What follows belongs to an exercise in optimizing a design on an open flow for small area and a short achievable clock period; a production flow would make more cautious choices. RTL that was checked went through simulation tests only; none was proved equivalent to the original. Only the layout flow was run in runs 2 to 6; the RTL was not checked for function there.

==> flow/design.v (outline; a module is shown in full before it is edited, if it fits) <==
// module sig_multiplier: 1251 lines
// module fa_cell: 4 lines
// module ha_cell: 4 lines
// module norm_round: 89 lines
// module exp_exc_pack: 69 lines
// module fp_mul_top: 42 lines
module fp_mul_top
(
  input  logic        clk,
  input  logic        reset,
  input  logic [2:0]  r_mode,  
  input  logic [31:0] fp_x,
  input  logic [31:0] fp_y,
  output logic [31:0] fp_z,
  output logic        ovrf,
  output logic        udrf
);
  // ...
==> flow/flow/run.sh <==
#!/bin/bash
# Layout flow: the standard flow (standard.sh) with two changes:
#  - synthesis maps the design's fa_cell/ha_cell modules straight to the
#    library's full/half adder cells before flattening (ORFS's synth.tcl with
#    one techmap added after its hierarchy check), and skips Yosys's
#    extract_fa, so the rest of the adders are left to abc;
#  - the port buffers are buf_2 cells instead of the default delay buffers.
set -euo pipefail
here=$(pwd)

sed -e 's#^hierarchy -check -top \$::env(DESIGN_NAME)$#&\ntechmap -map '"$here"'/flow/adder_cells.v#' \
    -e 's#^  extract_fa {\*}\[dont_use_extract_fa_args\]$#  \# extract_fa skipped#' \
  "$FLOW_HOME/scripts/synth.tcl" > "$here/synth_adders.tcl"
grep -q adder_cells.v "$here/synth_adders.tcl"
grep -q "extract_fa skipped" "$here/synth_adders.tcl"
sed 's#source \$::env(SCRIPTS_DIR)/synth.tcl#source '"$here"'/synth_adders.tcl#' \
  "$here/synth_recipe.tcl" > "$here/synth_recipe_adders.tcl"
grep -q synth_adders.tcl "$here/synth_recipe_adders.tcl"
sed 's#SYNTH_SCRIPT=[^ ]*#SYNTH_SCRIPT='"$here"'/synth_recipe_adders.tcl#' \
  "$here/standard.sh" > "$here/standard_adders.sh"
grep -q synth_recipe_adders.tcl "$here/standard_adders.sh"

export BUFFER_PORTS_ARGS="-buffer_cell sky130_fd_sc_hd__buf_2"
bash "$here/standard_adders.sh" > "$here/flow.log" 2>&1
==> flow/flow/adder_cells.v <==
// maps the design's fa_cell and ha_cell modules to the library adder cells
module fa_cell (input a, input b, input ci, output s, output co);
  sky130_fd_sc_hd__fa_1 _TECHMAP_REPLACE_ (.A(a), .B(b), .CIN(ci), .SUM(s), .COUT(co));
endmodule

module ha_cell (input a, input b, output s, output co);
  sky130_fd_sc_hd__ha_1 _TECHMAP_REPLACE_ (.A(a), .B(b), .SUM(s), .COUT(co));
endmodule
==> flow/standard.sh <==
#!/bin/bash
# synth_recipe.tcl (not shown) runs the flow's synth.tcl, then flattens the netlist and writes it again
# the make line also repeats each setting of config.mk as NAME=value (left out here)
make -C /OpenROAD-flow-scripts/flow DESIGN_CONFIG=/design/flow/config.mk WORK_HOME=/design/flow/orfs CLKGATE_MAP_FILE= SYNTH_SCRIPT=/design/flow/synth_recipe.tcl "${@:-finish}"
==> flow/config.mk <==
export PLATFORM = sky130hd
export DESIGN_NAME = fp_mul_top
export DESIGN_NICKNAME = fp_mul_top
export VERILOG_FILES = /design/flow/design.v
export SDC_FILE = /design/flow/constraint.sdc
export NUM_CORES = 4
export LEC_CHECK = 0
export ABC_AREA = 1
export CAP_MARGIN = 20
export CORE_MARGIN = 2
export CORE_UTILIZATION = 60
export SETUP_SLACK_MARGIN = 5
export SLEW_MARGIN = 20
==> flow/constraint.sdc <==
create_clock -name core_clock -period 14.5 [get_ports {clk}]
set_input_delay 2.9000 -clock core_clock [delete_from_list [all_inputs] [get_ports {clk}]]
set_output_delay 2.9000 -clock core_clock [all_outputs]
set_load 0.01 [all_outputs]
==> Implementation_results.wiki, run 1 <==
{| class="wikitable"
! Metric !! Value
|-
| Met3 Resource Use GR || 0.0995
|-
| Setup CP Type || input pin to register
|-
| Number of antenna violations at the first check in global routing || 0
|-
| Worst path buffer plus inverter count || 6
|-
| Top cell type's share of synthesized area || 0.295
|-
| Aggregate global-route resource usage || 0.409
|-
| Row Count || 62
|-
| Final cell count without fillers || 2803
|-
| Routed WL per cell || 22.8 um
|-
| Simple-gate share of the synthesized area || 0.228
|-
| Total number of cells along the worst setup path || 32
|-
| Fraction of area in multi-input gates || 0.830
|-
| Num CTS Buffers || 5
|-
| Drt pass-1 iters || 9
|-
| RSZ-0062 raised after global routing || true
|-
| Final Setup Violations || 0
|-
| # Taps || 384
|-
| Combined flip-flop and latch cell area || 681 um2
|-
| Sequential share of cell area || 0.0363
|-
| Sink of the worst hold path || exp_exc_pack_inst.fp_z[22]
|-
| Family of cells with the greatest summed delay on the critical path || adder cells
|-
| Most frequent cells in the layout || 474 x sky130_fd_sc_hd__nand2_1, 299 x sky130_fd_sc_hd__xor2_1, 263 x sky130_fd_sc_hd__o22ai_1
|-
| Number of enable-type register cells in the synthesized netlist || 0
|-
| Post-route minimum period || 9.24 ns
|-
| Vias in the first global route || 17500
|-
| Proportion of synthesized flip-flops having asynchronous set or reset || 0
|-
| Routed length on met3 || 8500 um
|-
| Kind of capture point of the worst setup path || register
|-
| Cell at the root of the clock tree || sky130_fd_sc_hd__clkbuf_16
|-
| TritonCTS clock tree || built
|-
| Run status || timing/DRC/antenna clean
|-
| Req. time, crit path || 14.73 ns
|-
| Initial DRC Count || 2233
|-
| Number of sequential cells || 34
|}
==> module norm_round, before the edit <==
module norm_round
(
  input  logic [47:0] sum_a,
  input  logic [47:0] sum_b,
  input  logic        sign_z,
  input  logic [2:0]  r_mode,  
  output logic [22:0] frac_z,
  output logic        renorm
);
  logic [23:0] lg [0:5];
  logic [23:0] lp [0:5];
  logic [24:0] lc;  
  assign lg[0] = sum_a[23:0] & sum_b[23:0];
  assign lp[0] = sum_a[23:0] ^ sum_b[23:0];
  for (genvar l = 0; l < 5; l++) begin : g_llvl
    for (genvar i = 0; i < 24; i++) begin : g_lbit
      if (i >= (1 << l)) begin : g_op
        assign lg[l+1][i] = lg[l][i] | (lp[l][i] & lg[l][i-(1<<l)]);
        assign lp[l+1][i] = lp[l][i] & lp[l][i-(1<<l)];
      end else begin : g_pass
        assign lg[l+1][i] = lg[l][i];
        assign lp[l+1][i] = lp[l][i];
      end
    end
  end
  assign lc = {lg[5], 1'b0};
  logic p21, p22, p23;
  assign p21 = lp[0][21] ^ lc[21];
  assign p22 = lp[0][22] ^ lc[22];
  assign p23 = lp[0][23] ^ lc[23];
  logic [21:0] zt;
  logic        st0, st1;  
  assign zt[0] = ~(sum_a[0] ^ sum_b[0]);
  for (genvar i = 1; i < 22; i++) begin : g_zt
    assign zt[i] = ~((sum_a[i] ^ sum_b[i]) ^ (sum_a[i-1] | sum_b[i-1]));
  end
  assign st0 = ~&zt[20:0];
  assign st1 = ~&zt[21:0];
  logic [23:0] h;    
  logic [23:0] k;    
  assign h = sum_a[47:24] ^ sum_b[47:24];
  assign k = {sum_a[46:24] & sum_b[46:24], 1'b0};
  logic [23:1] ug [0:5];
  logic [23:1] up [0:5];
  assign ug[0] = h[23:1] & k[23:1];
  assign up[0] = h[23:1] ^ k[23:1];
  for (genvar l = 0; l < 5; l++) begin : g_ulvl
    for (genvar i = 1; i < 24; i++) begin : g_ubit
      if (i - 1 >= (1 << l)) begin : g_op
        assign ug[l+1][i] = ug[l][i] | (up[l][i] & ug[l][i-(1<<l)]);
        assign up[l+1][i] = up[l][i] & up[l][i-(1<<l)];
      end else begin : g_pass
        assign ug[l+1][i] = ug[l][i];
        assign up[l+1][i] = up[l][i];
      end
    end
  end
  logic [23:1] w0, w1;  
  assign w0 = up[0] ^ {ug[5][22:1], 1'b0};
  assign w1 = up[0] ^ ({ug[5][22:1], 1'b0} | {up[5][22:1], 1'b1});
  logic [23:0] u0, u1, u2;  
  assign u0 = {w0, h[0]};
  assign u1 = {h[0] ? w1 : w0, ~h[0]};
  assign u2 = {w1, h[0]};
  logic c24, p24, inc0, inc1, t0;
  function automatic logic round_inc(input logic [2:0] mode, input logic s,
                                     input logic lsb, input logic grd,
                                     input logic rnd, input logic stk);
    case (mode)
      3'd0:    round_inc = grd & (rnd | stk | lsb);
      3'd1:    round_inc = 1'b0;
      3'd2:    round_inc = s & (grd | rnd | stk);
      3'd3:    round_inc = ~s & (grd | rnd | stk);
      default: round_inc = grd;
    endcase
  endfunction
  assign c24  = lc[24];
  assign p24  = h[0] ^ c24;
  assign inc0 = round_inc(r_mode, sign_z, p23, p22, p21, st0);
  assign inc1 = round_inc(r_mode, sign_z, p24, p23, p22, st1);
  assign t0   = p23 & inc0;  
  logic [23:0] s0, s1;
  logic        msb;
  assign s0  = (c24 & t0)   ? u2 : (c24 ^ t0)   ? u1 : u0;
  assign s1  = (c24 & inc1) ? u2 : (c24 ^ inc1) ? u1 : u0;
  assign msb = c24 ? u1[23] : u0[23];
  assign frac_z = msb ? s1[22:0] : {s0[21:0], p23 ^ inc0};
  assign renorm = s0[23];
endmodule
==> module exp_exc_pack, before the edit <==
module exp_exc_pack
(
  input  logic        clk,
  input  logic        reset,
  input  logic [31:0] fp_x,
  input  logic [31:0] fp_y,
  input  logic [22:0] frac_z,
  input  logic        renorm,
  output logic [31:0] fp_z,
  output logic        ovrf,
  output logic        udrf
);
  logic [7:0] ex, ey;
  logic [8:0] esum;
  logic       sign_z;
  logic       x_max, y_max, x_zer, y_zer, x_fnz, y_fnz;
  logic       is_nan, inf_op, zer_op;
  logic       ovrf0, ovrf1, udrf0, udrf1;
  logic [7:0] exp0, exp1;
  logic       ovrf_n, udrf_n, inf_n, zer_n;
  logic [7:0] exp_n;
  logic [31:0] result;
  assign ex     = fp_x[30:23];
  assign ey     = fp_y[30:23];
  assign esum   = ex + ey;
  assign sign_z = fp_x[31] ^ fp_y[31];
  assign x_max = &ex;
  assign y_max = &ey;
  assign x_zer = ~|ex;  
  assign y_zer = ~|ey;
  assign x_fnz = |fp_x[22:0];
  assign y_fnz = |fp_y[22:0];
  assign is_nan = (x_max & x_fnz) | (y_max & y_fnz) | (x_max & y_zer) | (y_max & x_zer);
  assign inf_op = x_max | y_max;
  assign zer_op = x_zer | y_zer;
  assign ovrf0 = esum >= 9'd382;
  assign ovrf1 = esum >= 9'd381;
  assign udrf0 = esum <= 9'd127;
  assign udrf1 = esum <= 9'd126;
  assign exp0  = 8'(esum - 9'd127);
  assign exp1  = 8'(esum - 9'd126);
  assign ovrf_n = renorm ? ovrf1 : ovrf0;
  assign udrf_n = renorm ? udrf1 : udrf0;
  assign exp_n  = renorm ? exp1 : exp0;
  assign inf_n  = inf_op | ovrf_n;
  assign zer_n  = zer_op | udrf_n;
  always_comb begin
    if (is_nan) begin
      result = 32'h7FC0_0000;
    end else if (inf_n) begin
      result = {sign_z, 8'hFF, 23'h0};
    end else if (zer_n) begin
      result = {sign_z, 31'h0};
    end else begin
      result = {sign_z, exp_n, frac_z};
    end
  end
  always_ff @(posedge clk) begin
    if (reset) begin
      fp_z <= '0;
      ovrf <= 1'b0;
      udrf <= 1'b0;
    end else begin
      fp_z <= result;
      ovrf <= ovrf_n;
      udrf <= udrf_n;
    end
  end
endmodule
==> inputs of run 2 (changes only) <==
--- a/flow/design.v
+++ b/flow/design.v
@@ -1301,9 +1301,9 @@
 );
-  logic [23:0] lg [0:5];
-  logic [23:0] lp [0:5];
-  logic [24:0] lc;  
-  assign lg[0] = sum_a[23:0] & sum_b[23:0];
-  assign lp[0] = sum_a[23:0] ^ sum_b[23:0];
+  logic [20:0] lg [0:5];
+  logic [20:0] lp [0:5];
+  logic        c21;
+  assign lg[0] = sum_a[20:0] & sum_b[20:0];
+  assign lp[0] = sum_a[20:0] ^ sum_b[20:0];
   for (genvar l = 0; l < 5; l++) begin : g_llvl
-    for (genvar i = 0; i < 24; i++) begin : g_lbit
+    for (genvar i = 0; i < 21; i++) begin : g_lbit
       if (i >= (1 << l)) begin : g_op
@@ -1317,11 +1317,7 @@
   end
-  assign lc = {lg[5], 1'b0};
-  logic p21, p22, p23;
-  assign p21 = lp[0][21] ^ lc[21];
-  assign p22 = lp[0][22] ^ lc[22];
-  assign p23 = lp[0][23] ^ lc[23];
-  logic [21:0] zt;
-  logic        st0, st1;  
+  assign c21 = lg[5][20];
+  logic [20:0] zt;
+  logic        st0;  
   assign zt[0] = ~(sum_a[0] ^ sum_b[0]);
-  for (genvar i = 1; i < 22; i++) begin : g_zt
+  for (genvar i = 1; i < 21; i++) begin : g_zt
     assign zt[i] = ~((sum_a[i] ^ sum_b[i]) ^ (sum_a[i-1] | sum_b[i-1]));
@@ -1329,3 +1325,2 @@
   assign st0 = ~&zt[20:0];
-  assign st1 = ~&zt[21:0];
   logic [23:0] h;    
@@ -1356,3 +1351,2 @@
   assign u2 = {w1, h[0]};
-  logic c24, p24, inc0, inc1, t0;
   function automatic logic round_inc(input logic [2:0] mode, input logic s,
@@ -1368,13 +1362,25 @@
   endfunction
-  assign c24  = lc[24];
-  assign p24  = h[0] ^ c24;
-  assign inc0 = round_inc(r_mode, sign_z, p23, p22, p21, st0);
-  assign inc1 = round_inc(r_mode, sign_z, p24, p23, p22, st1);
-  assign t0   = p23 & inc0;  
+  logic [5:0] dec [0:1];
+  for (genvar ci = 0; ci < 2; ci++) begin : g_ci
+    logic p21, p22, p23, p24, c22, c23, c24, inc0, inc1, t0;
+    assign p21  = sum_a[21] ^ sum_b[21] ^ 1'(ci);
+    assign c22  = (sum_a[21] & sum_b[21]) | (1'(ci) & (sum_a[21] | sum_b[21]));
+    assign p22  = sum_a[22] ^ sum_b[22] ^ c22;
+    assign c23  = (sum_a[22] & sum_b[22]) | (c22 & (sum_a[22] | sum_b[22]));
+    assign p23  = sum_a[23] ^ sum_b[23] ^ c23;
+    assign c24  = (sum_a[23] & sum_b[23]) | (c23 & (sum_a[23] | sum_b[23]));
+    assign p24  = h[0] ^ c24;
+    assign inc0 = round_inc(r_mode, sign_z, p23, p22, p21, st0);
+    assign inc1 = round_inc(r_mode, sign_z, p24, p23, p22, st0 | p21);
+    assign t0   = p23 & inc0;  
+    assign dec[ci] = {c24, c24 ^ t0, c24 & t0, c24 ^ inc1, c24 & inc1, p23 ^ inc0};
+  end
+  logic       c24, s0u1, s0u2, s1u1, s1u2, lsb0;
+  assign {c24, s0u1, s0u2, s1u1, s1u2, lsb0} = c21 ? dec[1] : dec[0];
   logic [23:0] s0, s1;
   logic        msb;
-  assign s0  = (c24 & t0)   ? u2 : (c24 ^ t0)   ? u1 : u0;
-  assign s1  = (c24 & inc1) ? u2 : (c24 ^ inc1) ? u1 : u0;
+  assign s0  = s0u2 ? u2 : s0u1 ? u1 : u0;
+  assign s1  = s1u2 ? u2 : s1u1 ? u1 : u0;
   assign msb = c24 ? u1[23] : u0[23];
-  assign frac_z = msb ? s1[22:0] : {s0[21:0], p23 ^ inc0};
+  assign frac_z = msb ? s1[22:0] : {s0[21:0], lsb0};
   assign renorm = s0[23];
@@ -1400,4 +1406,3 @@
   logic [7:0] exp0, exp1;
-  logic       ovrf_n, udrf_n, inf_n, zer_n;
-  logic [7:0] exp_n;
+  logic       ovrf_n, udrf_n;
   logic [31:0] result;
@@ -1422,18 +1427,16 @@
   assign exp1  = 8'(esum - 9'd126);
+  logic       inf0, inf1, zer0, zer1, spc0, spc1;
+  logic [8:0] top0, top1;  
+  assign inf0 = inf_op | ovrf0;
+  assign inf1 = inf_op | ovrf1;
+  assign zer0 = zer_op | udrf0;
+  assign zer1 = zer_op | udrf1;
+  assign spc0 = is_nan | inf0 | zer0;
+  assign spc1 = is_nan | inf1 | zer1;
+  assign top0 = is_nan ? 9'h0FF : inf0 ? {sign_z, 8'hFF} : zer0 ? {sign_z, 8'h00} : {sign_z, exp0};
+  assign top1 = is_nan ? 9'h0FF : inf1 ? {sign_z, 8'hFF} : zer1 ? {sign_z, 8'h00} : {sign_z, exp1};
   assign ovrf_n = renorm ? ovrf1 : ovrf0;
   assign udrf_n = renorm ? udrf1 : udrf0;
-  assign exp_n  = renorm ? exp1 : exp0;
-  assign inf_n  = inf_op | ovrf_n;
-  assign zer_n  = zer_op | udrf_n;
-  always_comb begin
-    if (is_nan) begin
-      result = 32'h7FC0_0000;
-    end else if (inf_n) begin
-      result = {sign_z, 8'hFF, 23'h0};
-    end else if (zer_n) begin
-      result = {sign_z, 31'h0};
-    end else begin
-      result = {sign_z, exp_n, frac_z};
-    end
-  end
+  assign result = {renorm ? top1 : top0,
+                   (renorm ? spc1 : spc0) ? {is_nan, 22'h0} : frac_z};
   always_ff @(posedge clk) begin
--- a/flow/config.mk
+++ b/flow/config.mk
@@ -10,3 +10,3 @@
 export CORE_MARGIN = 2
-export CORE_UTILIZATION = 60
+export CORE_UTILIZATION = 40
 export SETUP_SLACK_MARGIN = 5
==> run 2 against run 1 <==
  * Still clean
  * Critical path depth increased by 1
  * Worst hold slack got worse by 0.063 ns
  * Worst setup slack improved by 0.068 ns
  * Wire length decreased by 2.6%
  * Cell area increased by 2.4%
  * Critical path type unchanged
  * Highest routed layer unchanged
==> Implementation_results.wiki, run 2 <==
{| class="wikitable"
! Metric !! Value
|-
| Startpoint type of the worst setup path || input pin (unchanged)
|-
| Number of antenna repair diodes || 0 (unchanged)
|-
| Final worst-path cycle share || 0.633 (was 0.637)
|-
| Top cells by instance count after synthesis || 558 x sky130_fd_sc_hd__nand2_1, 294 x sky130_fd_sc_hd__xor2_1, 265 x sky130_fd_sc_hd__o22ai_1 (was 501 x sky130_fd_sc_hd__nand2_1, 299 x sky130_fd_sc_hd__xor2_1, 265 x sky130_fd_sc_hd__o22ai_1)
|-
| Worst-margin pin slew || 1.09 ns (was 1.00 ns)
|-
| Final Setup Violations || 0 (unchanged)
|-
| DRC violations left || 0 (unchanged)
|-
| Total grt overflow || 0 (unchanged)
|-
| Routability congestion estimate || 0.928 (was 0.985)
|-
| Worst Setup Slack, final || 5.33 ns (was 5.26 ns)
|-
| Kind of capture point of the worst setup path || register (unchanged)
|-
| Biggest fanout along the worst timing path || 29 (was 23)
|-
| Total clock sinks || 34 (unchanged)
|-
| Req. time, crit path || 14.71 ns (was 14.73 ns)
|-
| Post-route minimum period || 9.17 ns (was 9.24 ns)
|-
| IO Pins || 103 (unchanged)
|-
| Die width || 215 um (was 174 um)
|-
| WL final || 62200 um (was 63900 um)
|-
| Most frequent cells in the layout || 546 x sky130_fd_sc_hd__nand2_1, 293 x sky130_fd_sc_hd__xor2_1, 265 x sky130_fd_sc_hd__o22ai_1 (was 474 x sky130_fd_sc_hd__nand2_1, 299 x sky130_fd_sc_hd__xor2_1, 263 x sky130_fd_sc_hd__o22ai_1)
|-
| Proportion of synthesized flip-flops having asynchronous set or reset || 0 (unchanged)
|-
| Aggregate global-route resource usage || 0.262 (was 0.409)
|-
| Worst slack, placed || 3.85 ns (was 3.94 ns)
|-
| Number of antenna violations at the first check in global routing || 0 (unchanged)
|-
| Maximum Capacitance Violations || 0 (unchanged)
|-
| Max frequency || 109 MHz (was 108 MHz)
|-
| Wire length of the first global-routing pass || 96900 um (was 97100 um)
|-
| Post-detail-place hpwl || 47000 um (was 45800 um)
|-
| Top cells by area in the synthesized netlist || sky130_fd_sc_hd__fa_1 29%, sky130_fd_sc_hd__xor2_1 14%, sky130_fd_sc_hd__nand2_1 12% (was sky130_fd_sc_hd__fa_1 30%, sky130_fd_sc_hd__xor2_1 15%, sky130_fd_sc_hd__nand2_1 11%)
|-
| Setup CP Type || input pin to register (unchanged)
|-
| Die height || 215 um (was 174 um)
|-
| Routed WL per cell || 19.9 um (was 22.8 um)
|-
| Post-CTS Hold Fix Bufs || 0 (unchanged)
|-
| Routing layer with the top usage in global route || met2 (unchanged)
|-
| Ratio of routed vias to standard cells || 5.67 (was 6.48)
|-
| Cell type contributing the most total cell area after synthesis || sky130_fd_sc_hd__fa_1 (unchanged)
|-
| Synthesized netlist cell count || 2528 (was 2414)
|-
| Leading cell type by number of instances after synthesis || sky130_fd_sc_hd__nand2_1 (unchanged)
|-
| Biggest registers after layout || exp_exc_pack_inst.fp_z: 32 flops, exp_exc_pack_inst.ovrf: 1 flops, exp_exc_pack_inst.udrf: 1 flops (unchanged)
|-
| Number of buffers on the longest clock path || 2 (unchanged)
|-
| Stage delay of the slowest cell on the critical path || 0.59 ns (was 0.53 ns)
|-
| Max-slew violation count || 0 (unchanged)
|-
| GR Layer Usage met1 || 0.376 (was 0.563)
|-
| Portion of the post-synthesis area used by sequential elements || 0.0381 (was 0.0392)
|-
| Clock-pin slew of the registers on the worst-case setup and hold paths || 0.06 ns (was 0.07 ns)
|-
| Layout area overhead || 7.62% (was 8.16%)
|-
| TritonCTS clock tree || built (unchanged)
|-
| RSZ-0062 raised after global routing || false (was true)
|-
| Most repeated library cell on the critical path || sky130_fd_sc_hd__nand2_1 (unchanged)
|-
| Run status || timing/DRC/antenna clean (unchanged)
|-
| Area of the die || 46400 um2 (was 30300 um2)
|-
| Drt pass-1 iters || 6 (was 9)
|-
| Row Count || 77 (was 62)
|-
| Synthesized area per cell || 7.06 um2 (was 7.19 um2)
|-
| Slew headroom || 0.264 (was 0.325)
|-
| Cell at the root of the clock tree || sky130_fd_sc_hd__clkbuf_16 (unchanged)
|-
| Aggregate negative setup slack || 0 ns (unchanged)
|-
| Top cell type's share of synthesized area || 0.287 (was 0.295)
|-
| Distinct cells, synth || 55 (was 56)
|-
| Initial DRC Count || 1701 (was 2233)
|-
| Total of flip-flops plus latches after synthesis || 34 (unchanged)
|-
| Biggest register || exp_exc_pack_inst.fp_z (unchanged)
|-
| Yosys warns || 7 (was 6)
|-
| Vias post-DR || 17700 (was 18200)
|-
| Number of enable-type register cells in the synthesized netlist || 0 (unchanged)
|-
| Routed Antenna Nets || 0 (unchanged)
|-
| Largest register FFs || 32 (unchanged)
|-
| Num CTS Buffers || 5 (unchanged)
|-
| Initial core utilization || 0.405 (was 0.606)
|-
| Worst hold path depth || 2 (unchanged)
|-
| Count of input and output buffers || 102 (unchanged)
|-
| Met3 Resource Use GR || 0.0522 (was 0.0995)
|-
| Final Net Count || 2887 (was 2773)
|-
| Proportion of layout cells with a drive suffix above 1 || 0.119 (was 0.130)
|-
| Final Hold Fails || 0 (unchanged)
|-
| Synthesized cell area || 17900 um2 (was 17300 um2)
|-
| Crit-path slowest cell || sky130_fd_sc_hd__fa_2 (was sky130_fd_sc_hd__fa_1)
|-
| Global-route track usage on met2 || 0.401 (was 0.620)
|-
| Most common flop cell mapped by yosys || sky130_fd_sc_hd__dfxtp_1 (unchanged)
|-
| Maximum level of the CTS H-tree || 2 (unchanged)
|-
| Largest net degree at the start of global routing || 31 (was 32)
|-
| Vias in the first global route || 17100 (was 17500)
|-
| Leading cell type in the layout, fill and taps excluded || sky130_fd_sc_hd__nand2_1 (unchanged)
|-
| Core region area || 44100 um2 (was 28600 um2)
|-
| Arrival time at the worst endpoint || 9.39 ns (was 9.48 ns)
|-
| Class of the worst hold path || input pin to register (unchanged)
|}
run 2: timing repair:
action                     4_1_cts  5_1_grt
setup endpoints to repair       33       31
resized for setup               23       53
gates cloned                     1        0
setup buffers                    0        7
run 2: kinds of logic after synthesis:
kind of cell | synth area share
other | 0.000421
buffers and inverters | 0.0958
XOR/XNOR | 0.151
multiplexers | 0.00112
flip-flops | 0.0381
AND/OR/NAND/NOR | 0.236
adder cells (fa/ha/maj) | 0.308
AO/OA/AOI/OAI | 0.169
run 2: final timing paths:
path | slack, ns | end | startpoint
hold / removal | 2.85 | exp_exc_pack_inst.udrf | reset
setup / recovery | 5.33 | exp_exc_pack_inst.fp_z[6] | fp_x[13]
run 2: cell type report:
class                      count  area (um2)
inverter                     277        1060
fill                        4637       24900
clock inverter                 1        5.00
multi-input combinational   2067       15600
sequential                    34         681
tap                          592         741
timing repair buffer         147         982
clock buffer                   7         143
run 2: routing by layer:
| metal | vias up | share of wire |
|---|---|---|
| met5 | - | 0 |
| met4 | 0 | 0.025 |
| met3 | 100 | 0.10 |
| met2 | 925 | 0.43 |
| met1 | 8452 | 0.44 |
| li1 | 8249 | - |
run 2: stage by stage:
stage | util | instance area (um2) | instances | hold slack [ns]
floorplan | - | 17900 | 2529 | 2.98
global placement | 0.425 | 18700 | 3109 | 3.14
detailed placement | 0.425 | 18700 | 3109 | 3.15
CTS | 0.430 | 19000 | 3118 | 2.85
global route | 0.436 | 19200 | 3125 | 2.87
finish | 0.436 | 19200 | 3125 | 2.85
run 2: worst max-delay path, delay by kind of cell:
family          cells  cell delay (ns)
fa+ha+maj           5             2.46
simple gates       20             2.59
compound gates      2             0.21
buf+inv             5             0.91
xor+xnor            1             0.22
==> inputs of run 3 (changes only) <==
--- a/flow/flow/run.sh
+++ b/flow/flow/run.sh
@@ -18,3 +18,9 @@
 grep -q synth_adders.tcl "$here/synth_recipe_adders.tcl"
-sed 's#SYNTH_SCRIPT=[^ ]*#SYNTH_SCRIPT='"$here"'/synth_recipe_adders.tcl#' \
+# extra make variables, from flow/extra_vars.txt if present (one NAME=value per line)
+extra=""
+if [[ -f "$here/flow/extra_vars.txt" ]]; then
+  extra=$(grep -E '^[A-Z_]+=[^ ]+$' "$here/flow/extra_vars.txt" | tr '\n' ' ')
+fi
+sed -e 's#SYNTH_SCRIPT=[^ ]*#SYNTH_SCRIPT='"$here"'/synth_recipe_adders.tcl#' \
+    -e 's#"\${@:-finish}"#'"$extra"'"${@:-finish}"#' \
   "$here/standard.sh" > "$here/standard_adders.sh"
@@ -22,3 +28,4 @@
 
-export BUFFER_PORTS_ARGS="-buffer_cell sky130_fd_sc_hd__buf_2"
+port_buffer=sky130_fd_sc_hd__buf_1
+export BUFFER_PORTS_ARGS="-buffer_cell $port_buffer"
 bash "$here/standard_adders.sh" > "$here/flow.log" 2>&1
==> flow/flow/extra_vars.txt (new file) <==
SETUP_SLACK_MARGIN=5.5
--- a/flow/config.mk
+++ b/flow/config.mk
@@ -10,3 +10,3 @@
 export CORE_MARGIN = 2
-export CORE_UTILIZATION = 40
+export CORE_UTILIZATION = 60
 export SETUP_SLACK_MARGIN = 5
==> run 3 against run 2 <==
  * Worst hold slack better by 0.11 ns
  * First-iteration DRC count rose by 59%
  * Synthesized cell count is the same
  * Fmax grew 2.0%
  * Clock-buffer cell count down 1
  * Critical path depth up 3
  * Largest cell class unchanged
  * Still clean
  * Cell area rose by 10%
  * Wire length increased by 16%
  * Cell count fell by 2.5%
  * Sequential share of layout area down 0.33 points
==> Implementation_results.wiki, run 3 <==
{| class="wikitable"
! Metric !! Value
|-
| Worst-margin pin slew || 1.41 ns (was 1.09 ns)
|-
| Slew headroom || 0.0514 (was 0.264)
|-
| Die height || 177 um (was 215 um)
|-
| Startpoint type of the worst setup path || input pin (unchanged)
|-
| RSZ-0062 raised after global routing || false (unchanged)
|-
| Aggregate global-route resource usage || 0.402 (was 0.262)
|-
| Area used by multi-input combinational logic || 16600 um2 (was 15600 um2)
|-
| Initial DRC Count || 2712 (was 1701)
|-
| Leading cell type by number of instances after synthesis || sky130_fd_sc_hd__nand2_1 (unchanged)
|-
| Synthesized netlist cell count || 2528 (unchanged)
|-
| Routed wl met2 || 29600 um (was 26600 um)
|-
| Worst hold path depth || 2 (unchanged)
|-
| Max-slew violation count || 0 (unchanged)
|-
| Most frequent cells in the layout || 498 x sky130_fd_sc_hd__nand2_1, 284 x sky130_fd_sc_hd__xor2_1, 243 x sky130_fd_sc_hd__fa_1 (was 546 x sky130_fd_sc_hd__nand2_1, 293 x sky130_fd_sc_hd__xor2_1, 265 x sky130_fd_sc_hd__o22ai_1)
|-
| DRC violations left || 0 (unchanged)
|-
| Proportion of layout cells with a drive suffix above 1 || 0.184 (was 0.119)
|-
| Total clock sinks || 34 (unchanged)
|-
| Detailed-routing wirelength on met1 || 26300 um (was 27600 um)
|-
| Synthesized cell area || 17900 um2 (unchanged)
|-
| Number of antenna violations at the first check in global routing || 0 (unchanged)
|-
| TritonCTS clock tree || built (unchanged)
|-
| Final Net Count || 3013 (was 2887)
|-
| Die width || 177 um (was 215 um)
|-
| Crit-path slowest cell || sky130_fd_sc_hd__fa_1 (was sky130_fd_sc_hd__fa_2)
|-
| Run status || timing/DRC/antenna clean (unchanged)
|-
| Cell type contributing the most total cell area after synthesis || sky130_fd_sc_hd__fa_1 (unchanged)
|-
| Dominant combinational cell family by area after synthesis || adder cells (unchanged)
|-
| Synth Area in Compound Gates || 0.169 (unchanged)
|-
| WL final || 72200 um (was 62200 um)
|-
| IO Pins || 103 (unchanged)
|-
| Layout area overhead || 18.7% (was 7.62%)
|-
| Final worst-path cycle share || 0.620 (was 0.633)
|-
| Routed WL per cell || 23.7 um (was 19.9 um)
|-
| Num CTS Buffers || 5 (unchanged)
|-
| Total of flip-flops plus latches after synthesis || 34 (unchanged)
|-
| Most common flop cell mapped by yosys || sky130_fd_sc_hd__dfxtp_1 (unchanged)
|-
| Crit path from || fp_x[11] (was fp_x[13])
|-
| Number of antenna repair diodes || 0 (unchanged)
|-
| Yosys warns || 7 (unchanged)
|-
| Count of input and output buffers || 102 (unchanged)
|-
| Synth Area in Adders || 0.308 (unchanged)
|-
| Post-detail-place hpwl || 44500 um (was 47000 um)
|-
| Post-route minimum period || 8.99 ns (was 9.17 ns)
|-
| Number of buffers on the longest clock path || 2 (unchanged)
|-
| Maximum Capacitance Violations || 0 (unchanged)
|-
| Final Setup Violations || 0 (unchanged)
|-
| Drt pass-1 iters || 10 (was 6)
|-
| Worst path buffer plus inverter count || 6 (was 5)
|-
| Setup CP Type || input pin to register (unchanged)
|-
| Number of fillers in the final layout || 2369 (was 4637)
|-
| Max frequency || 111 MHz (was 109 MHz)
|-
| Most repeated library cell on the critical path || sky130_fd_sc_hd__nand2_1 (unchanged)
|-
| Worst slack, placed || 3.40 ns (was 3.85 ns)
|-
| Distinct cells, synth || 55 (unchanged)
|-
| Maximum level of the CTS H-tree || 2 (unchanged)
|-
| Stage delay of the slowest cell on the critical path || 0.72 ns (was 0.59 ns)
|-
| Total number of cells along the worst setup path || 36 (was 33)
|-
| Combined flip-flop and latch cell area || 681 um2 (unchanged)
|-
| Top routing layer in use || met5 (was met4)
|-
| Routability congestion estimate || 0.949 (was 0.928)
|-
| Area of the die || 31200 um2 (was 46400 um2)
|-
| Worst Setup Slack, final || 5.51 ns (was 5.33 ns)
|-
| Biggest fanout along the worst timing path || 11 (was 29)
|-
| Top cells by area in the synthesized netlist || sky130_fd_sc_hd__fa_1 29%, sky130_fd_sc_hd__xor2_1 14%, sky130_fd_sc_hd__nand2_1 12% (unchanged)
|-
| Kind of capture point of the worst setup path || register (unchanged)
|-
| Proportion of synthesized flip-flops having asynchronous set or reset || 0 (unchanged)
|-
| Top cell type's share of synthesized area || 0.287 (unchanged)
|-
| Vias in the first global route || 17800 (was 17100)
|-
| Total grt overflow || 0 (unchanged)
|-
| Routed Antenna Nets || 0 (unchanged)
|-
| Capture point of the critical path || exp_exc_pack_inst.fp_z[13] (was exp_exc_pack_inst.fp_z[6])
|-
| Clock-pin slew of the registers on the worst-case setup and hold paths || 0.06 ns (about the same)
|-
| Mux cell area share after synthesis || 0.00112 (unchanged)
|-
| Wire length of the first global-routing pass || 97400 um (was 96900 um)
|-
| Biggest registers after layout || exp_exc_pack_inst.fp_z: 32 flops, exp_exc_pack_inst.ovrf: 1 flops, exp_exc_pack_inst.udrf: 1 flops (unchanged)
|-
| Req. time, crit path || 14.68 ns (was 14.71 ns)
|-
| Family of cells with the greatest summed delay on the critical path || simple AND/OR/NAND/NOR gates (unchanged)
|-
| Xor and xnor fraction of the mapped netlist area || 0.151 (unchanged)
|-
| Number of enable-type register cells in the synthesized netlist || 0 (unchanged)
|-
| Aggregate negative setup slack || 0 ns (unchanged)
|-
| Initial core utilization || 0.606 (was 0.405)
|-
| Top cells by instance count after synthesis || 558 x sky130_fd_sc_hd__nand2_1, 294 x sky130_fd_sc_hd__xor2_1, 265 x sky130_fd_sc_hd__o22ai_1 (unchanged)
|-
| Routed length on met3 || 11600 um (was 6450 um)
|-
| HP Start || reset (unchanged)
|-
| Largest register FFs || 32 (unchanged)
|-
| Vias post-DR || 19900 (was 17700)
|-
| Ratio of routed vias to standard cells || 6.54 (was 5.67)
|-
| Cell at the root of the clock tree || sky130_fd_sc_hd__clkbuf_16 (unchanged)
|-
| Synthesized area per cell || 7.06 um2 (unchanged)
|-
| Portion of the post-synthesis area used by sequential elements || 0.0381 (unchanged)
|-
| Final Hold Fails || 0 (unchanged)
|-
| Largest net degree at the start of global routing || 31 (unchanged)
|-
| Core region area || 29500 um2 (was 44100 um2)
|-
| Leading cell type in the layout, fill and taps excluded || sky130_fd_sc_hd__nand2_1 (unchanged)
|-
| Simple-gate share of the synthesized area || 0.236 (unchanged)
|-
| Class of the worst hold path || input pin to register (unchanged)
|-
| Biggest register || exp_exc_pack_inst.fp_z (unchanged)
|-
| Arrival time at the worst endpoint || 9.17 ns (was 9.39 ns)
|-
| Row Count || 63 (was 77)
|}
run 3: worst min-delay path by stage:
stage	endpoint	slack [ns]
6_report	exp_exc_pack_inst.udrf	2.96
5_1_grt	exp_exc_pack_inst.udrf	2.97
4_1_cts	exp_exc_pack_inst.fp_z[31]	2.97
3_5_place_dp	exp_exc_pack_inst.fp_z[31]	3.27
3_3_place_gp	exp_exc_pack_inst.fp_z[31]	3.27
2_1_floorplan	exp_exc_pack_inst.udrf	2.98
run 3: cell type report:
class,instances,share of cell area
multi-input combinational,2079,0.783
timing repair buffer,251,0.0974
inverter,277,0.0533
sequential,34,0.0321
tap,390,0.0230
clock buffer,6,0.00655
timing repair inverter,10,0.00342
clock inverter,1,0.00142
run 3: kinds of logic after synthesis:
kind of cell               Yosys count
and+or+nand+nor                    957
xor gates and xnor gates           308
AOI/OAI and AO/OA                  510
buffers and inverters              429
muxes                                2
other                                2
DFF                                 34
adders and majority gates          286
run 3: timing repair:
item,4_1_cts,5_1_grt
endpoints found under the setup margin,33,33
setup buffers,12,96
hold buffers,0,0
gates cloned,11,25
resized for setup,105,238
pin swaps,3,79
run 3: layer usage:
metal  global-route usage  vias up
li1                     -     8505
met1                0.551     9208
met2                0.613     1743
met3                0.104      480
met4                0.150        2
met5                    0        -
run 3: per-stage QoR:
step                utilization  instances  hold WS (ns)  instance area, um2
finish                    0.719       3048          2.96               21200
global route              0.719       3048          2.97               21200
CTS                       0.648       2927          2.97               19100
detailed placement        0.620       2897          3.27               18300
global placement          0.620       2897          3.27               18300
floorplan                     -       2529          2.98               17900
==> inputs of run 4 (changes only) <==
removed: flow/flow/extra_vars.txt
==> run 4 against run 3 <==
  * Wire length shrank 13%
  * Die area is the same
  * Clock-buffer cell count unchanged
  * Area after synthesis is the same
  * Critical path type unchanged
==> Implementation_results.wiki, run 4 <==
{| class="wikitable"
! Metric !! Value
|-
| Post-detail-place hpwl || 44500 um (unchanged)
|-
| Final cell count without fillers || 2929 (was 3048)
|-
| Sink of the worst hold path || exp_exc_pack_inst.fp_z[31] (was exp_exc_pack_inst.udrf)
|-
| Kind of capture point of the worst setup path || register (unchanged)
|-
| Post-CTS Hold Fix Bufs || 0 (unchanged)
|-
| Layout area overhead || 7.14% (was 18.7%)
|-
| Wire length of the first global-routing pass || 95400 um (was 97400 um)
|-
| Vias post-DR || 18400 (was 19900)
|-
| Initial core utilization || 0.606 (unchanged)
|-
| Largest register FFs || 32 (unchanged)
|-
| Total grt overflow || 0 (unchanged)
|-
| HP Start || reset (unchanged)
|-
| Max frequency || 108 MHz (was 111 MHz)
|-
| Biggest registers after layout || exp_exc_pack_inst.fp_z: 32 flops, exp_exc_pack_inst.ovrf: 1 flops, exp_exc_pack_inst.udrf: 1 flops (unchanged)
|-
| Vias in the first global route || 17400 (was 17800)
|-
| Most common flop cell mapped by yosys || sky130_fd_sc_hd__dfxtp_1 (unchanged)
|-
| Synthesized cell area || 17900 um2 (unchanged)
|-
| Clock-pin slew of the registers on the worst-case setup and hold paths || 0.07 ns (was 0.06 ns)
|-
| Final Hold Fails || 0 (unchanged)
|-
| Post-Place Cells || 2897 (unchanged)
|-
| Most frequent cells in the layout || 535 x sky130_fd_sc_hd__nand2_1, 294 x sky130_fd_sc_hd__xor2_1, 265 x sky130_fd_sc_hd__o22ai_1 (was 498 x sky130_fd_sc_hd__nand2_1, 284 x sky130_fd_sc_hd__xor2_1, 243 x sky130_fd_sc_hd__fa_1)
|-
| Portion of the post-synthesis area used by sequential elements || 0.0381 (unchanged)
|-
| Ratio of routed vias to standard cells || 6.28 (was 6.54)
|-
| Cell type contributing the most total cell area after synthesis || sky130_fd_sc_hd__fa_1 (unchanged)
|-
| Aggregate negative setup slack || 0 ns (unchanged)
|-
| Run status || timing/DRC/antenna clean (unchanged)
|-
| Aggregate global-route resource usage || 0.392 (was 0.402)
|-
| Yosys warns || 7 (unchanged)
|-
| WL final || 62500 um (was 72200 um)
|-
| Slew headroom || 0.232 (was 0.0514)
|-
| Number of buffers on the longest clock path || 2 (unchanged)
|-
| Leading cell type by number of instances after synthesis || sky130_fd_sc_hd__nand2_1 (unchanged)
|-
| Proportion of layout cells with a drive suffix above 1 || 0.0918 (was 0.184)
|-
| Leading cell type in the layout, fill and taps excluded || sky130_fd_sc_hd__nand2_1 (unchanged)
|-
| Top cells by area in the synthesized netlist || sky130_fd_sc_hd__fa_1 29%, sky130_fd_sc_hd__xor2_1 14%, sky130_fd_sc_hd__nand2_1 12% (unchanged)
|-
| Final worst-path cycle share || 0.639 (was 0.620)
|-
| Routed WL per cell || 21.3 um (was 23.7 um)
|-
| Largest net degree at the start of global routing || 31 (unchanged)
|-
| Number of fillers in the final layout || 2675 (was 2369)
|-
| TritonCTS clock tree || built (unchanged)
|-
| Class of the worst hold path || input pin to register (unchanged)
|-
| Worst-margin pin slew || 1.14 ns (was 1.41 ns)
|-
| Share of the core filled with cells in the final layout || 0.649 (was 0.719)
|-
| Cell at the root of the clock tree || sky130_fd_sc_hd__clkbuf_16 (unchanged)
|-
| Num CTS Buffers || 5 (unchanged)
|-
| Max-slew violation count || 0 (unchanged)
|-
| Die height || 177 um (unchanged)
|-
| Final Net Count || 2893 (was 3013)
|-
| Initial DRC Count || 2174 (was 2712)
|-
| Number of enable-type register cells in the synthesized netlist || 0 (unchanged)
|-
| IO Pins || 103 (unchanged)
|-
| Setup CP Type || input pin to register (unchanged)
|-
| Die width || 177 um (unchanged)
|-
| Row Count || 63 (unchanged)
|-
| Total of flip-flops plus latches after synthesis || 34 (unchanged)
|-
| Crit path from || fp_y[5] (was fp_x[11])
|-
| Maximum level of the CTS H-tree || 2 (unchanged)
|-
| Worst hold path depth || 2 (unchanged)
|-
| Biggest fanout along the worst timing path || 24 (was 11)
|-
| Worst slack, placed || 3.40 ns (unchanged)
|-
| Number of antenna violations at the first check in global routing || 0 (unchanged)
|-
| Count of input and output buffers || 102 (unchanged)
|-
| Drt pass-1 iters || 6 (was 10)
|-
| Proportion of synthesized flip-flops having asynchronous set or reset || 0 (unchanged)
|-
| Top cells by instance count after synthesis || 558 x sky130_fd_sc_hd__nand2_1, 294 x sky130_fd_sc_hd__xor2_1, 265 x sky130_fd_sc_hd__o22ai_1 (unchanged)
|-
| Area of the die || 31200 um2 (unchanged)
|-
| Core region area || 29500 um2 (unchanged)
|-
| Synthesized area per cell || 7.06 um2 (unchanged)
|-
| Synthesized netlist cell count || 2528 (unchanged)
|-
| Req. time, crit path || 14.68 ns (about the same)
|-
| Routability congestion estimate || 0.949 (unchanged)
|-
| Biggest register || exp_exc_pack_inst.fp_z (unchanged)
|-
| Total clock sinks || 34 (unchanged)
|-
| DRC violations left || 0 (unchanged)
|-
| Final Setup Violations || 0 (unchanged)
|-
| Routed Antenna Nets || 0 (unchanged)
|-
| Worst Setup Slack, final || 5.23 ns (was 5.51 ns)
|-
| Post-route minimum period || 9.27 ns (was 8.99 ns)
|-
| Maximum Capacitance Violations || 0 (unchanged)
|-
| Arrival time at the worst endpoint || 9.45 ns (was 9.17 ns)
|-
| RSZ-0062 raised after global routing || false (unchanged)
|-
| Startpoint type of the worst setup path || input pin (unchanged)
|-
| Distinct cells, synth || 55 (unchanged)
|-
| Top cell type's share of synthesized area || 0.287 (unchanged)
|}
## run 4: cell counts after synthesis
No cell type changed its count.
## run 4: kinds of logic (layout without fill, tap and decap cells)
kind of cell | Yosys count | after routing | synth area share
simple gates | 957 | 962 | 0.236
compound gates | 510 | 510 | 0.169
buf+inv | 429 | 433 | 0.0958
xor+xnor | 308 | 308 | 0.151
fa+ha+maj | 286 | 286 | 0.308
flops | 34 | 34 | 0.0381
other cells | 2 | 4 | 0.000421
mux | 2 | 2 | 0.00112
## run 4: worst max path at each step
stage	slack, ns	to	depth (start not counted)
2_1_floorplan	5.87	exp_exc_pack_inst.fp_z[13]	38
3_3_place_gp	3.59	exp_exc_pack_inst.fp_z[11]	32
3_5_place_dp	3.40	exp_exc_pack_inst.fp_z[11]	32
4_1_cts	5.01	exp_exc_pack_inst.fp_z[18]	35
5_1_grt	5.00	exp_exc_pack_inst.fp_z[4]	34
6_report	5.23	exp_exc_pack_inst.fp_z[21]	27
## run 4: critical path: stages
cell,delay [ns]
sky130_fd_sc_hd__buf_1,0.12
sky130_fd_sc_hd__inv_1,0.84
sky130_fd_sc_hd__o22ai_1,0.25
sky130_fd_sc_hd__xor2_1,0.23
sky130_fd_sc_hd__fa_1,0.55
sky130_fd_sc_hd__fa_1,0.44
sky130_fd_sc_hd__fa_1,0.40
sky130_fd_sc_hd__fa_1,0.53
sky130_fd_sc_hd__fa_1,0.44
sky130_fd_sc_hd__or2_1,0.27
sky130_fd_sc_hd__nand3_2,0.14
sky130_fd_sc_hd__nand2_1,0.18
sky130_fd_sc_hd__nor2_1,0.19
sky130_fd_sc_hd__nand2_1,0.19
sky130_fd_sc_hd__nor3_4,0.24
sky130_fd_sc_hd__nand2_1,0.13
sky130_fd_sc_hd__nand3_1,0.12
sky130_fd_sc_hd__nand2_2,0.07
sky130_fd_sc_hd__nand3_1,0.10
sky130_fd_sc_hd__nand2_1,0.08
sky130_fd_sc_hd__nand3_1,0.12
sky130_fd_sc_hd__nand2_2,0.11
sky130_fd_sc_hd__nand2_4,0.11
sky130_fd_sc_hd__nand3_2,0.23
sky130_fd_sc_hd__nand3_4,0.21
sky130_fd_sc_hd__buf_12,0.18
sky130_fd_sc_hd__nor2_4,0.05
## run 4: per-layer routing
| metal | GRT usage | routed length [um] |
|---|---|---|
| met1 | 0.539 | 25100 |
| met2 | 0.606 | 26600 |
| met3 | 0.0967 | 8290 |
| met4 | 0.132 | 2530 |
| met5 | 0 | 0 |
## run 4: what timing repair did
action / in CTS / in global routing
setup endpoints to repair: 33 / 33
setup buffers: 0 / 13
resized for setup: 36 / 87
cloned: 1 / 10
pin swaps: 0 / 5
## run 4: cell type report
class | instances | area [um2] | share of cell area
Inverter | 277 | 1080 | 0.0562
Clock buffer | 6 | 139 | 0.00726
Tap cell | 390 | 488 | 0.0255
Multi-Input combinational cell | 2071 | 15800 | 0.825
Timing Repair Buffer | 144 | 888 | 0.0464
Clock inverter | 1 | 30.0 | 0.00157
Timing Repair inverter | 5 | 37.5 | 0.00196
Sequential cell | 34 | 681 | 0.0356
Antenna cell | 1 | 2.50 | 0.000131
## run 4: per-stage QoR
| step | hold WS [ns] | instance area (um2) |
|---|---|---|
| after floorplan | 2.98 | 17900 |
| after global placement | 3.27 | 18300 |
| after detailed placement | 3.27 | 18300 |
| after CTS | 2.97 | 18600 |
| after global routing | 2.97 | 19100 |
| final | 2.96 | 19100 |
==> inputs of run 5 (changes only) <==
--- a/flow/config.mk
+++ b/flow/config.mk
@@ -11,3 +11,3 @@
 export CORE_UTILIZATION = 60
-export SETUP_SLACK_MARGIN = 5
+export SETUP_SLACK_MARGIN = 4.8
 export SLEW_MARGIN = 20
==> run 5 against run 4 <==
  * Still clean on timing, DRC and antenna
  * Worst hold slack worse by 0.0060 ns
  * Fmax down 1.2%
  * Global-route usage about the same
  * Core utilization down 1.2 points
  * First-iteration DRC count down 12%
  * Worst setup slack worse by 0.12 ns
  * Critical path type unchanged
  * Largest cell class unchanged
==> Implementation_results.wiki, run 5 <==
{| class="wikitable"
! Metric !! Value
|-
| Vias post-DR || 18200 (was 18400)
|-
| Drt pass-1 iters || 8 (was 6)
|-
| Most common flop cell mapped by yosys || sky130_fd_sc_hd__dfxtp_1 (unchanged)
|-
| Largest register FFs || 32 (unchanged)
|-
| Number of fillers in the final layout || 2722 (was 2675)
|-
| Proportion of layout cells with a drive suffix above 1 || 0.0793 (was 0.0918)
|-
| Worst Setup Slack, final || 5.12 ns (was 5.23 ns)
|-
| Routed Antenna Nets || 0 (unchanged)
|-
| Post-CTS Hold Fix Bufs || 0 (unchanged)
|-
| Ratio of routed vias to standard cells || 6.25 (was 6.28)
|-
| Distinct cells, synth || 55 (unchanged)
|-
| Biggest registers after layout || exp_exc_pack_inst.fp_z: 32 flops, exp_exc_pack_inst.ovrf: 1 flops, exp_exc_pack_inst.udrf: 1 flops (unchanged)
|-
| Slew headroom || 0.245 (was 0.232)
|-
| Most repeated library cell on the critical path || sky130_fd_sc_hd__nand2_1 (was sky130_fd_sc_hd__fa_1)
|-
| Die width || 177 um (unchanged)
|-
| Layout area overhead || 5.11% (was 7.14%)
|-
| IO Pins || 103 (unchanged)
|-
| Stage delay of the slowest cell on the critical path || 0.65 ns (was 0.84 ns)
|-
| Final worst-path cycle share || 0.647 (was 0.639)
|-
| Vias in the first global route || 17500 (was 17400)
|-
| Number of antenna violations at the first check in global routing || 0 (unchanged)
|-
| Top cell type's share of synthesized area || 0.287 (unchanged)
|-
| Maximum level of the CTS H-tree || 2 (unchanged)
|-
| Biggest register || exp_exc_pack_inst.fp_z (unchanged)
|-
| Top cells by instance count after synthesis || 558 x sky130_fd_sc_hd__nand2_1, 294 x sky130_fd_sc_hd__xor2_1, 265 x sky130_fd_sc_hd__o22ai_1 (unchanged)
|-
| Placement-stage cell area || 18300 um2 (unchanged)
|-
| DRC violations left || 0 (unchanged)
|-
| Final Hold Fails || 0 (unchanged)
|-
| Count of input and output buffers || 102 (unchanged)
|-
| Max-slew violation count || 0 (unchanged)
|-
| Class of the worst hold path || input pin to register (unchanged)
|-
| Worst slack, placed || 3.40 ns (unchanged)
|-
| Largest net degree at the start of global routing || 31 (unchanged)
|-
| WL final || 60800 um (was 62500 um)
|-
| Final Net Count || 2876 (was 2893)
|-
| Req. time, crit path || 14.67 ns (was 14.68 ns)
|-
| Post-route minimum period || 9.38 ns (was 9.27 ns)
|-
| Final Setup Violations || 0 (unchanged)
|-
| Portion of the post-synthesis area used by sequential elements || 0.0381 (unchanged)
|-
| Synthesized netlist cell count || 2528 (unchanged)
|-
| Final Instance Area || 18800 um2 (was 19100 um2)
|-
| Leading cell type in the layout, fill and taps excluded || sky130_fd_sc_hd__nand2_1 (unchanged)
|-
| Worst-margin pin slew || 1.12 ns (was 1.14 ns)
|-
| Worst path buffer plus inverter count || 6 (was 3)
|-
| Cell at the root of the clock tree || sky130_fd_sc_hd__clkbuf_16 (unchanged)
|-
| Yosys warns || 7 (unchanged)
|-
| Crit-path slowest cell || sky130_fd_sc_hd__fa_1 (was sky130_fd_sc_hd__inv_1)
|-
| Kind of capture point of the worst setup path || register (unchanged)
|-
| Setup CP Type || input pin to register (unchanged)
|-
| Total clock sinks || 34 (unchanged)
|-
| Wire length of the first global-routing pass || 95300 um (was 95400 um)
|-
| Post-detail-place hpwl || 44500 um (unchanged)
|-
| Initial DRC Count || 1907 (was 2174)
|-
| Family of cells with the greatest summed delay on the critical path || simple AND/OR/NAND/NOR gates (unchanged)
|-
| Area of the die || 31200 um2 (unchanged)
|-
| TritonCTS clock tree || built (unchanged)
|-
| Synthesized area per cell || 7.06 um2 (unchanged)
|-
| Max frequency || 107 MHz (was 108 MHz)
|-
| Top cells by area in the synthesized netlist || sky130_fd_sc_hd__fa_1 29%, sky130_fd_sc_hd__xor2_1 14%, sky130_fd_sc_hd__nand2_1 12% (unchanged)
|-
| Die height || 177 um (unchanged)
|-
| Total of flip-flops plus latches after synthesis || 34 (unchanged)
|-
| Total grt overflow || 0 (unchanged)
|-
| Leading cell type by number of instances after synthesis || sky130_fd_sc_hd__nand2_1 (unchanged)
|-
| RSZ-0062 raised after global routing || false (unchanged)
|-
| Proportion of synthesized flip-flops having asynchronous set or reset || 0 (unchanged)
|-
| Aggregate global-route resource usage || 0.392 (about the same)
|-
| Run status || timing/DRC/antenna clean (unchanged)
|-
| Number of enable-type register cells in the synthesized netlist || 0 (unchanged)
|-
| Routed WL per cell || 20.9 um (was 21.3 um)
|-
| Initial core utilization || 0.606 (unchanged)
|-
| Number of buffers on the longest clock path || 2 (unchanged)
|-
| Synthesized cell area || 17900 um2 (unchanged)
|-
| Arrival time at the worst endpoint || 9.56 ns (was 9.45 ns)
|-
| Routability congestion estimate || 0.949 (unchanged)
|-
| Biggest fanout along the worst timing path || 29 (was 24)
|-
| Startpoint type of the worst setup path || input pin (unchanged)
|-
| Core region area || 29500 um2 (unchanged)
|-
| Maximum Capacitance Violations || 0 (unchanged)
|-
| Aggregate negative setup slack || 0 ns (unchanged)
|-
| Clock-pin slew of the registers on the worst-case setup and hold paths || 0.07 ns (about the same)
|-
| Row Count || 63 (unchanged)
|-
| Cell type contributing the most total cell area after synthesis || sky130_fd_sc_hd__fa_1 (unchanged)
|-
| Num CTS Buffers || 5 (unchanged)
|-
| Hold Slack || 2.95 ns (was 2.96 ns)
|-
| Most frequent cells in the layout || 543 x sky130_fd_sc_hd__nand2_1, 294 x sky130_fd_sc_hd__xor2_1, 265 x sky130_fd_sc_hd__o22ai_1 (was 535 x sky130_fd_sc_hd__nand2_1, 294 x sky130_fd_sc_hd__xor2_1, 265 x sky130_fd_sc_hd__o22ai_1)
|}
run 5: repair_timing:
item,4_1_cts,5_1_grt
resized for setup,24,49
endpoints found under the setup margin,33,33
cloned,1,1
setup buffers,0,5
run 5: through the flow:
stage                     utilization  instances
after detailed placement        0.620       2897
after global placement          0.620       2897
after CTS                       0.629       2905
final                           0.637       2912
after global routing            0.637       2911
after floorplan                     -       2529
run 5: per-layer routing:
metal,vias up,global-route usage,share of wire
met5,-,0,0
met3,214,0.0986,0.12
met1,8544,0.538,0.40
met4,0,0.136,0.044
li1,8216,-,-
met2,1240,0.603,0.43
run 5: final cells by class:
class / instances / area (um2) / area share
clock inverters: 1 / 30.0 / 0.00160
well taps: 390 / 488 / 0.0260
clock buffers: 6 / 139 / 0.00740
repair buffers: 135 / 738 / 0.0393
repair inverters: 1 / 7.51 / 0.000400
diodes: 1 / 2.50 / 0.000133
multi-input cells: 2067 / 15600 / 0.833
inverters: 277 / 1060 / 0.0563
flip-flops and latches: 34 / 681 / 0.0363
run 5: cells by family after synthesis:
logic type               count (synthesis)  share of synthesized area
other                                    2                   0.000421
XOR/XNOR                               308                      0.151
flip-flops                              34                     0.0381
AO/OA/AOI/OAI                          510                      0.169
multiplexers                             2                    0.00112
buffers and inverters                  429                     0.0958
adder cells (fa/ha/maj)                286                      0.308
AND/OR/NAND/NOR                        957                      0.236
run 5: path summary, 6_finish.rpt:
| path | start | slack, ns | end | cells past startpoint |
|---|---|---|---|---|
| setup / recovery | fp_x[13] | 5.12 | exp_exc_pack_inst.fp_z[4] | 38 |
| hold / removal | reset | 2.95 | exp_exc_pack_inst.fp_z[31] | 2 |
==> inputs of run 6 (changes only) <==
--- a/flow/design.v
+++ b/flow/design.v
@@ -1308,5 +1308,5 @@
     for (genvar i = 0; i < 21; i++) begin : g_lbit
-      if (i >= (1 << l)) begin : g_op
-        assign lg[l+1][i] = lg[l][i] | (lp[l][i] & lg[l][i-(1<<l)]);
-        assign lp[l+1][i] = lp[l][i] & lp[l][i-(1<<l)];
+      if (((i >> l) & 1) == 1) begin : g_op
+        assign lg[l+1][i] = lg[l][i] | (lp[l][i] & lg[l][((i >> l) << l) - 1]);
+        assign lp[l+1][i] = lp[l][i] & lp[l][((i >> l) << l) - 1];
       end else begin : g_pass
@@ -1329,4 +1329,4 @@
   assign k = {sum_a[46:24] & sum_b[46:24], 1'b0};
-  logic [23:1] ug [0:5];
-  logic [23:1] up [0:5];
+  logic [22:0] ug [0:5];
+  logic [22:0] up [0:5];
   assign ug[0] = h[23:1] & k[23:1];
@@ -1334,6 +1334,6 @@
   for (genvar l = 0; l < 5; l++) begin : g_ulvl
-    for (genvar i = 1; i < 24; i++) begin : g_ubit
-      if (i - 1 >= (1 << l)) begin : g_op
-        assign ug[l+1][i] = ug[l][i] | (up[l][i] & ug[l][i-(1<<l)]);
-        assign up[l+1][i] = up[l][i] & up[l][i-(1<<l)];
+    for (genvar i = 0; i < 23; i++) begin : g_ubit
+      if (((i >> l) & 1) == 1) begin : g_op
+        assign ug[l+1][i] = ug[l][i] | (up[l][i] & ug[l][((i >> l) << l) - 1]);
+        assign up[l+1][i] = up[l][i] & up[l][((i >> l) << l) - 1];
       end else begin : g_pass
@@ -1345,4 +1345,4 @@
   logic [23:1] w0, w1;  
-  assign w0 = up[0] ^ {ug[5][22:1], 1'b0};
-  assign w1 = up[0] ^ ({ug[5][22:1], 1'b0} | {up[5][22:1], 1'b1});
+  assign w0 = up[0] ^ {ug[5][21:0], 1'b0};
+  assign w1 = up[0] ^ ({ug[5][21:0], 1'b0} | {up[5][21:0], 1'b1});
   logic [23:0] u0, u1, u2;  
--- a/flow/flow/run.sh
+++ b/flow/flow/run.sh
@@ -28,3 +28,3 @@
 
-port_buffer=sky130_fd_sc_hd__buf_1
+port_buffer=sky130_fd_sc_hd__buf_2
 export BUFFER_PORTS_ARGS="-buffer_cell $port_buffer"
--- a/flow/config.mk
+++ b/flow/config.mk
@@ -10,4 +10,4 @@
 export CORE_MARGIN = 2
-export CORE_UTILIZATION = 60
-export SETUP_SLACK_MARGIN = 4.8
+export CORE_UTILIZATION = 40
+export SETUP_SLACK_MARGIN = 5
 export SLEW_MARGIN = 20
==> run 6 against run 5 <==
  * Wire length shrank 4.5%
  * Global-route usage shrank 14 points
  * Non-clock buffer count grew 6
  * Synthesized cell count decreased by 6.0%
  * Via count is 7.5% lower
  * Critical path depth fell by 3
  * Critical endpoint is now exp_exc_pack_inst.fp_z[20]
==> Implementation_results.wiki, run 6 <==
{| class="wikitable"
! Metric !! Value
|-
| TritonCTS clock tree || built (unchanged)
|-
| Proportion of synthesized flip-flops having asynchronous set or reset || 0 (unchanged)
|-
| Final Hold Fails || 0 (unchanged)
|-
| Run status || timing/DRC/antenna clean (unchanged)
|-
| Most repeated library cell on the critical path || sky130_fd_sc_hd__nand2_4 (was sky130_fd_sc_hd__nand2_1)
|-
| Top cells by area in the synthesized netlist || sky130_fd_sc_hd__fa_1 30%, sky130_fd_sc_hd__xor2_1 15%, sky130_fd_sc_hd__nand2_1 12% (was sky130_fd_sc_hd__fa_1 29%, sky130_fd_sc_hd__xor2_1 14%, sky130_fd_sc_hd__nand2_1 12%)
|-
| Count of input and output buffers || 102 (unchanged)
|-
| IO Pins || 103 (unchanged)
|-
| Distinct cells, synth || 58 (was 55)
|-
| Most common flop cell mapped by yosys || sky130_fd_sc_hd__dfxtp_1 (unchanged)
|-
| Biggest register || exp_exc_pack_inst.fp_z (unchanged)
|-
| Portion of the post-synthesis area used by sequential elements || 0.0393 (was 0.0381)
|-
| Yosys warns || 7 (unchanged)
|-
| Cell type contributing the most total cell area after synthesis || sky130_fd_sc_hd__fa_1 (unchanged)
|-
| Detailed-routing wirelength on met1 || 25000 um (was 24600 um)
|-
| Slew headroom || 0.267 (was 0.245)
|-
| Top cell type's share of synthesized area || 0.296 (was 0.287)
|-
| Maximum Capacitance Violations || 0 (unchanged)
|-
| Synthesized netlist cell count || 2376 (was 2528)
|-
| Post-route minimum period || 9.10 ns (was 9.38 ns)
|-
| Total of flip-flops plus latches after synthesis || 34 (unchanged)
|-
| Crit-path slowest cell || sky130_fd_sc_hd__fa_1 (unchanged)
|-
| Aggregate negative setup slack || 0 ns (unchanged)
|-
| Max frequency || 110 MHz (was 107 MHz)
|-
| Proportion of layout cells with a drive suffix above 1 || 0.140 (was 0.0793)
|-
| Total clock sinks || 34 (unchanged)
|-
| Routed wl met2 || 26600 um (was 26000 um)
|-
| Drt pass-1 iters || 5 (was 8)
|-
| Final worst-path cycle share || 0.627 (was 0.647)
|-
| Most frequent cells in the layout || 520 x sky130_fd_sc_hd__nand2_1, 288 x sky130_fd_sc_hd__xor2_1, 264 x sky130_fd_sc_hd__o22ai_1 (was 543 x sky130_fd_sc_hd__nand2_1, 294 x sky130_fd_sc_hd__xor2_1, 265 x sky130_fd_sc_hd__o22ai_1)
|}
==> run 6: cell count changes after synthesis, sizes merged, moves of 8 or more <==
cell    previous run  this run
nand4             23        37
or2               19        29
nor3              12         4
clkbuf            86        76
a21oi             90        58
nand2            594       584
nor2             196       164
o21ai            117        83
inv              273       220
a31oi             12         3
nand3             87       102
o211ai             9        17
==> run 6: logic make-up (layout without fill, tap and decap cells) <==
| group | after synthesis | after routing | share of synthesized area |
|---|---|---|---|
| flip-flops | 34 | 34 | 0.0393 |
| AO/OA/AOI/OAI | 445 | 445 | 0.159 |
| multiplexers | 1 | 1 | 0.000578 |
| XOR/XNOR | 299 | 299 | 0.152 |
| AND/OR/NAND/NOR | 939 | 941 | 0.246 |
| buffers and inverters | 370 | 374 | 0.0846 |
| adder cells (fa/ha/maj) | 286 | 286 | 0.318 |
| other | 2 | 3 | 0.000434 |
==> run 6: path summary, 6_finish.rpt <==
path	startpoint	end	slack (ns)	cells after the start
max	fp_x[7]	exp_exc_pack_inst.fp_z[20]	5.40	35
min	reset	exp_exc_pack_inst.udrf	2.84	2
==> run 6: area by class of cell <==
type                    instances  area (um2)  area share
multi-input cells            1975       15400       0.822
inverters                     224         853      0.0457
clock inverters                 2        12.5    0.000670
well taps                     585         732      0.0392
flip-flops and latches         34         681      0.0364
clock buffers                   6         139     0.00743
repair inverters                1        5.00    0.000268
repair buffers                141         907      0.0485
==> run 6: what timing repair did <==
item                                    in CTS  in global routing
gates cloned                                 0                  3
resized for setup                           23                 50
hold buffers                                 0                  0
buffers inserted                             0                  6
endpoints found under the hold margin        0                  0
endpoints found under the setup margin      33                 33
pin swaps                                    0                  2
==> run 6: worst max-delay path, delay by kind of cell <==
kind / cells / cell delay [ns]
xor gates and xnor gates: 1 / 0.25
buffers and inverters: 6 / 0.84
AOI/OAI and AO/OA: 2 / 0.36
adders and majority gates: 5 / 2.48
and+or+nand+nor: 21 / 2.42
==> run 6: layer usage <==
layer / global-route usage / vias up
met2: 0.415 / 772
li1: - / 7835
met4: 0.0704 / 0
met3: 0.0436 / 122
met1: 0.350 / 8113
met5: 0 / -
==> run 6: metrics by stage <==
step	hold slack, ns	utilization	cell area (um2)
floorplan	2.97	-	17300
global placement	3.12	0.424	18200
detailed placement	3.12	0.424	18200
CTS	2.82	0.429	18400
global route	2.82	0.436	18700
finish	2.84	0.436	18700

re-timing with driven ports:
No port has a modelled driver above. Below, the same layouts with a new extraction and two added sets of constraints.
Step 1 sets driving cells, clkbuf_16 on the clock port and buf_2 on the other inputs (assumed; they add their load-dependent delay and slew).
Step 2 moves the port delays by t, midway between the first and last clock arrival at a register: inputs arrive t later, outputs are due t later. That takes back most of the time a late clock gives input paths.
a / b / c = ideal ports / drivers / drivers and shift; a / b = the first two.
run | t, ns | slack for setup (ns) | worst setup path after step 2 | slew at the worst register clock pin (ns)
run 1 | 0.328 | 5.258 / 5.249 / 4.922 | input to register | 0.07 / 0.07
run 2 | 0.310 | 5.326 / 5.316 / 5.006 | input to register | 0.06 / 0.06
run 3 | 0.337 | 5.511 / 5.531 / 5.194 | input to register | 0.07 / 0.07
run 4 | 0.337 | 5.233 / 5.252 / 4.915 | input to register | 0.07 / 0.07
run 5 | 0.337 | 5.118 / 5.139 / 4.802 | input to register | 0.07 / 0.07
run 6 | 0.306 | 5.404 / 5.410 / 5.104 | input to register | 0.06 / 0.06
After both steps setup and hold are still met in every run listed. The setup slack of run 1, which loses most, moves by -0.009 ns with the drivers and by -0.336 ns with both steps.
